This design comes from an exercise in tuning for small area and a short achievable clock period on the open sky130 flow, not from production work. The RTL was checked by simulation tests, not by an equivalence proof against the original design. Power and IR drop assume default switching activity.

==> flow/design.v (excerpt) <==
module fifo_flags_top (
  input  logic        clk,
  input  logic        rst_n,
  input  logic        winc,
  input  logic [31:0] wdata,
  input  logic        wclr_err,
  output logic        wfull,
  output logic        walmost_full,
  output logic        woverflow,
  output logic [6:0]  wlevel,
  input  logic        rinc,
  input  logic        rclr_err,
  output logic [31:0] rdata,
  output logic        rempty,
  output logic        ralmost_empty,
  output logic        runderflow,
  output logic [6:0]  rlevel
);
For scale: about 4700 cells after synthesis, about 2300 flip-flops, roughly 90 I/O pins, ~82000 sq um of cells after synthesis.
clock: 4.0 ns
lec_check: 0
cap_margin: 20
core_margin: 2
core_utilization: 63
cts_cluster_diameter: 100
cts_cluster_size: 30
place_density: 0.72
setup_slack_margin: 1.8
slew_margin: 20
run.sh (not shown) runs the stock make flow with config.mk's settings and CLKGATE_MAP_FILE= SYNTH_SCRIPT=/design/flow/synth_recipe.tcl, a recipe that flattens the netlist after the stock synthesis.
Edit:
Settings changed: SETUP_SLACK_MARGIN 1.8 to 2.0.
After rerunning:
- design area grows slightly
- die area stays the same
- power increases slightly
- via count went up slightly
- routed wire length came out higher by a few percent
- cell count came out higher slightly
- count of clock-buffer cells in the layout is lower by 2
- clock power is about the same
- maximum frequency is higher slightly
- core utilization increases by 1.2 points
- global-route usage climbs by 0.92 points
Edit:
Settings changed: SETUP_SLACK_MARGIN 2.0 to 1.9.
Effect:
- final area shrinks by 1.0%
- power shrinks by 0.68%
- maximum frequency grows by 0.57%
- non-clock buffer count shrinks by 67
- worst setup slack gets better by 0.013 ns
Edit:
Settings changed: CORE_UTILIZATION 63 to 60, PLACE_DENSITY 0.72 to 0.7, SETUP_SLACK_MARGIN 1.9 to 1.8.
What happened:
- The new run finished with timing, DRC and antenna clean
- wire length increases by 0.65%
- worst hold slack is better by 0.033 ns
- final cell count increases by 0.47%
- fmax decreases by 2.5%
- sequential share of layout area increases by 0.24 points
- die area increases by 4.9%
- setup slack is worse by 0.056 ns
- clock skew increases by 0.0047 ns
- core utilization decreases by 3.5 points

== job 301 ==
Another version of the RTL of fifo_flags_top (not shown whole).
For scale: about 90 I/O pins, ~79000 µm² of cells after synthesis.
// fifo_flags_top
module fifo_flags_top (
  input  logic        clk,
  input  logic        rst_n,
  input  logic        winc,
  input  logic [31:0] wdata,
  input  logic        wclr_err,
  output logic        wfull,
  output logic        walmost_full,
  output logic        woverflow,
  output logic [6:0]  wlevel,
  input  logic        rinc,
  input  logic        rclr_err,
  output logic [31:0] rdata,
  output logic        rempty,
  output logic        ralmost_empty,
  output logic        runderflow,
  output logic [6:0]  rlevel
);
clock: 4.0 ns
lec_check: 0
cap_margin: 20
core_margin: 2
core_utilization: 60
cts_cluster_diameter: 100
cts_cluster_size: 30
place_density: 0.7
setup_slack_margin: 1.75
slew_margin: 20
The inputs of job 9258 differ from those of job 301 as listed below.
# job 301
export LEC_CHECK = 0
export CAP_MARGIN = 20
export CORE_MARGIN = 2
export CORE_UTILIZATION = 60
export CTS_CLUSTER_DIAMETER = 100
export CTS_CLUSTER_SIZE = 30
export PLACE_DENSITY = 0.7
export SETUP_SLACK_MARGIN = 1.75
export SLEW_MARGIN = 20
create_clock -name core_clock -period 4.0 [get_ports {clk}]
# job 9258
export LEC_CHECK = 0
export CAP_MARGIN = 20
export CORE_MARGIN = 2
export CORE_UTILIZATION = 60
export CTS_CLUSTER_DIAMETER = 100
export CTS_CLUSTER_SIZE = 28
export PLACE_DENSITY = 0.7
export SETUP_SLACK_MARGIN = 1.62
export SLEW_MARGIN = 20
create_clock -name core_clock -period 4.0 [get_ports {clk}]
--- outcome ---
On job 9258: number of filler instances in the final layout is 267 higher than what job 301 gave.
Job 9258 — standby leakage power about 3% lower, job 301 as reference
Job 301 -> job 9258: count of buffers added by post-CTS timing repair for setup decreased by more than half
Relative to job 301, combinational-cell power consumption has decreased by 6.5% in job 9258.
Inputs modified between job 9258 and job 9674:
# job 9258
export LEC_CHECK = 0
export CAP_MARGIN = 20
export CORE_MARGIN = 2
export CORE_UTILIZATION = 60
export CTS_CLUSTER_DIAMETER = 100
export CTS_CLUSTER_SIZE = 28
export PLACE_DENSITY = 0.7
export SETUP_SLACK_MARGIN = 1.62
export SLEW_MARGIN = 20
create_clock -name core_clock -period 4.0 [get_ports {clk}]
# job 9674
export LEC_CHECK = 0
export CAP_MARGIN = 20
export CORE_MARGIN = 2
export CORE_UTILIZATION = 60
export CTS_CLUSTER_DIAMETER = 100
export CTS_CLUSTER_SIZE = 30
export PLACE_DENSITY = 0.7
export SETUP_SLACK_MARGIN = 1.75
export SLEW_MARGIN = 20
create_clock -name core_clock -period 4.0 [get_ports {clk}]
==> flow/flow/run.sh (new file) <==
#!/bin/bash
set -euo pipefail
bash standard.sh BUFFER_PORTS_ARGS="-buffer_cell sky130_fd_sc_hd__buf_4" finish > standard_flow.log 2>&1
==> flow/standard.sh (new file) <==
#!/bin/bash
# synth_recipe.tcl (not shown) runs the flow's synth.tcl, then flattens the netlist and writes it again
# the make line also repeats each setting of config.mk as NAME=value (left out here)
make -C /OpenROAD-flow-scripts/flow DESIGN_CONFIG=/design/flow/config.mk WORK_HOME=/design/flow/orfs CLKGATE_MAP_FILE= SYNTH_SCRIPT=/design/flow/synth_recipe.tcl "${@:-finish}"
removed: flow/run.sh
## What came out
A slowest library cell on the worst path of a22oi_2 is what job 9674 shows, while or3_2 belongs to job 9258.
Job 9674 against job 9258: cell area reported after detailed placement saw a decrease; worst slew slack as a fraction of its limit saw a decrease.
Job 9258 consumes more power than job 9674.
Changes observed in job 9674 relative to job 9258: non-clock buffer count climbed 55, routed wire length shows an increase of about 1.5%.

Another version of the RTL of fifo_flags_top (not shown whole).
Size: ~4200 cells after synthesis, ~90 I/O pins, roughly 77000 µm² of cells after synthesis.
clock: 4.0 ns
lec_check: 0
cap_margin: 20
core_margin: 2
core_utilization: 65
place_density: 0.75
slew_margin: 20
Stock flow here: none of the scripts above is used.
Rerun with:
--- a/flow/config.mk
+++ b/flow/config.mk
@@ -10,2 +10 @@
-export CORE_UTILIZATION = 65
-export PLACE_DENSITY = 0.75
+export CORE_UTILIZATION = 40
The new run finished clean.
Via count decreases slightly.
Fmax decreases by a few percent.
Sequential power hardly moves.
Global-route usage decreases by 13 points.
Power increases slightly.
Combinational power increases by a few percent.
Synthesized cell count stays the same.
Rerun with:
--- a/flow/config.mk
+++ b/flow/config.mk
@@ -10 +10,5 @@
-export CORE_UTILIZATION = 40
+export CORE_UTILIZATION = 60
+export CTS_CLUSTER_DIAMETER = 100
+export CTS_CLUSTER_SIZE = 30
+export PLACE_DENSITY = 0.7
+export SETUP_SLACK_MARGIN = 1.75
Effect: The new run finished with timing, DRC and antenna clean; setup slack improves by 0.74 ns; clock-buffer cell count fell by 137; worst hold slack improves by 0.082 ns; core utilization rose by 22 points; non-clock buffer count rose by 144; maximum frequency rose by about 30%; total power fell by 17%.

fifo_flags_top, a different RTL version from the one above (not shown whole).
For scale: roughly 4,700 cells after synthesis, about 2,300 flip-flops, about 90 I/O pins, about 0.082 sq mm of cells after synthesis.
clock: 4.0 ns
lec_check: 0
cap_margin: 20
core_margin: 2
core_utilization: 60
cts_cluster_diameter: 100
cts_cluster_size: 30
place_density: 0.7
setup_slack_margin: 1.75
slew_margin: 20
The starting point completed without violations.
Rerun with:
Settings changed: CORE_UTILIZATION 60 to 63, PLACE_DENSITY 0.7 to 0.72, SETUP_SLACK_MARGIN 1.75 to 1.8.
Outcome: Design area stays flat. Combinational power came out higher by 8.1%. Global-route usage barely changes. Clock-buffer cell count shrinks by 1. Routed wire length drops by 5.2%.
Rerun with:
Settings changed: CORE_UTILIZATION 63 to 65, PLACE_DENSITY 0.72 to 0.75, SETUP_SLACK_MARGIN 1.8 to 1.85.
Worst setup slack loses 0.020 ns; die area decreases by about 3%; via count increases by about 2.2%; worst hold slack gains 0.020 ns; fmax decreases by 0.87%; critical path depth increases by 1; wire length increases by about 4%.
Rerun with:
Settings changed: CORE_UTILIZATION 65 to 64, PLACE_DENSITY 0.75 to 0.73, SETUP_SLACK_MARGIN 1.85 to 1.8.
Power came out lower by 0.68%.
Global-route usage came out higher by 1.0 points.
Sequential power barely changes.

fifo_flags_top, a different RTL version from the one above (not shown whole).
For scale: roughly 4300 cells after synthesis, about 2200 flip-flops, roughly 90 I/O pins, about 78000 µm² of cells after synthesis.
make LEC_CHECK=0 ABC_CLOCK_PERIOD_IN_PS=2000 CAP_MARGIN=20 CORE_MARGIN=2 CORE_UTILIZATION=70 PLACE_DENSITY=0.8 SETUP_SLACK_MARGIN=1.7 SLEW_MARGIN=20 finish   # period 4.0 ns
The baseline reached the layout checks and failed them: antenna violations.
Change:
Settings changed: ABC_CLOCK_PERIOD_IN_PS 2000 to default, CORE_UTILIZATION 70 to 60, CTS_CLUSTER_DIAMETER from default to 100, CTS_CLUSTER_SIZE from default to 30, GPL_ROUTABILITY_DRIVEN from default to 0, PLACE_DENSITY 0.8 to 0.7, SETUP_SLACK_MARGIN 1.7 to 1.75.
This time the run passed the timing, design-rule and antenna checks.
Routed wire length fell by about 9%.
Worst setup slack is better by 0.42 ns.
Design area fell by about 3%.
Final cell count rose by 0.69%.
Global-route usage fell by 9.4 points.
Core utilization fell by 14 points.
Total power fell by 17%.
Non-clock buffer count rose by 25.
Synthesized cell count stays the same.
Area after synthesis is unchanged.
Change:
Settings changed: CORE_UTILIZATION 60 to 70, CTS_CLUSTER_DIAMETER 100 to default, CTS_CLUSTER_SIZE 30 to default, GPL_ROUTABILITY_DRIVEN 0 to default, PLACE_DENSITY 0.7 to 0.8, SETUP_SLACK_MARGIN 1.75 to 1.7.
Result: The changed run ran to the end with violations: antenna violations. Die area went down by 14%. Global-route usage goes up by 9.4 points. Design area is higher by 3.0%. Clock power climbs by 77%. Sequential power hardly moves. Clock skew decreases by 0.010 ns. Total power climbs by 20%. Non-clock buffer count fell by 25.
Change:
Settings changed: CORE_UTILIZATION 70 to 60, CTS_CLUSTER_DIAMETER from default to 100, CTS_CLUSTER_SIZE from default to 30, PLACE_DENSITY 0.8 to 0.7, SETUP_SLACK_MARGIN 1.7 to 1.5.
What happened: With this change the flow completed without violations. Clock power goes down by 42%. Count of clock-buffer cells in the layout goes down by 131. Global-route usage goes down by 11 points. Register-to-register slack is better by 0.21 ns. Flip-flop and latch count is unchanged. Worst setup slack is better by 0.21 ns.

## static timing again, ports no longer ideal
The flow's constraints put no driver on any port. The routed layouts listed below were extracted and timed again, unchanged, in two steps. Step 1 (the two cells are an assumption about what drives the block):
set clk [get_ports {clk}]
set_driving_cell -lib_cell sky130_fd_sc_hd__clkbuf_16 $clk
set_driving_cell -lib_cell sky130_fd_sc_hd__buf_2 [delete_from_list [all_inputs] $clk]
Step 2 also shifts input and output timing later by t, the mid clock arrival at the registers, as if the neighbouring blocks saw the same clock. Three values: ideal ports, drivers, drivers and shift; two values: the first two.
run | t (ns) | setup slack, ns | cell pins on the clock port's net
the first run of note 1 | 0.814 | 1.766 / 1.687 / 1.141 | 1
the second run of note 1 | 0.798 | 1.791 / 1.711 / 1.281 | 1
the third run of note 1 | 0.804 | 1.803 / 1.723 / 1.142 | 1
the fourth run of note 1 | 0.839 | 1.747 / 1.696 / 1.316 | 1
job 301 | 0.806 | 1.697 / 1.684 / 1.009 | 1
job 9258 | 0.808 | 1.586 / 1.560 / 0.914 | 1
job 9674 | 0.777 | 1.611 / 1.611 / 1.389 | 1
the first run of note 3 | 0.885 | 0.776 / 0.776 / 0.283 | 1
the second run of note 3 | 0.921 | 0.666 / 0.666 / 0.609 | 1
the third run of note 3 | 0.808 | 1.403 / 1.403 / 1.240 | 1
the first run of note 4 | 0.825 | 1.697 / 1.614 / 1.012 | 1
the second run of note 4 | 0.823 | 1.754 / 1.728 / 1.220 | 1
the third run of note 4 | 0.812 | 1.735 / 1.704 / 1.118 | 1
the fourth run of note 4 | 0.804 | 1.692 / 1.646 / 1.063 | 1
the first run of note 5 | 0.911 | 1.165 / 1.165 / 0.808 | 1
the second run of note 5 | 0.798 | 1.581 / 1.581 / 1.018 | 1
the third run of note 5 | 0.911 | 1.165 / 1.165 / 0.808 | 1
the fourth run of note 5 | 0.803 | 1.377 / 1.377 / 0.792 | 1
The setup slack of job 301, which loses most, moves by -0.013 ns with the drivers and by -0.688 ns with both steps.
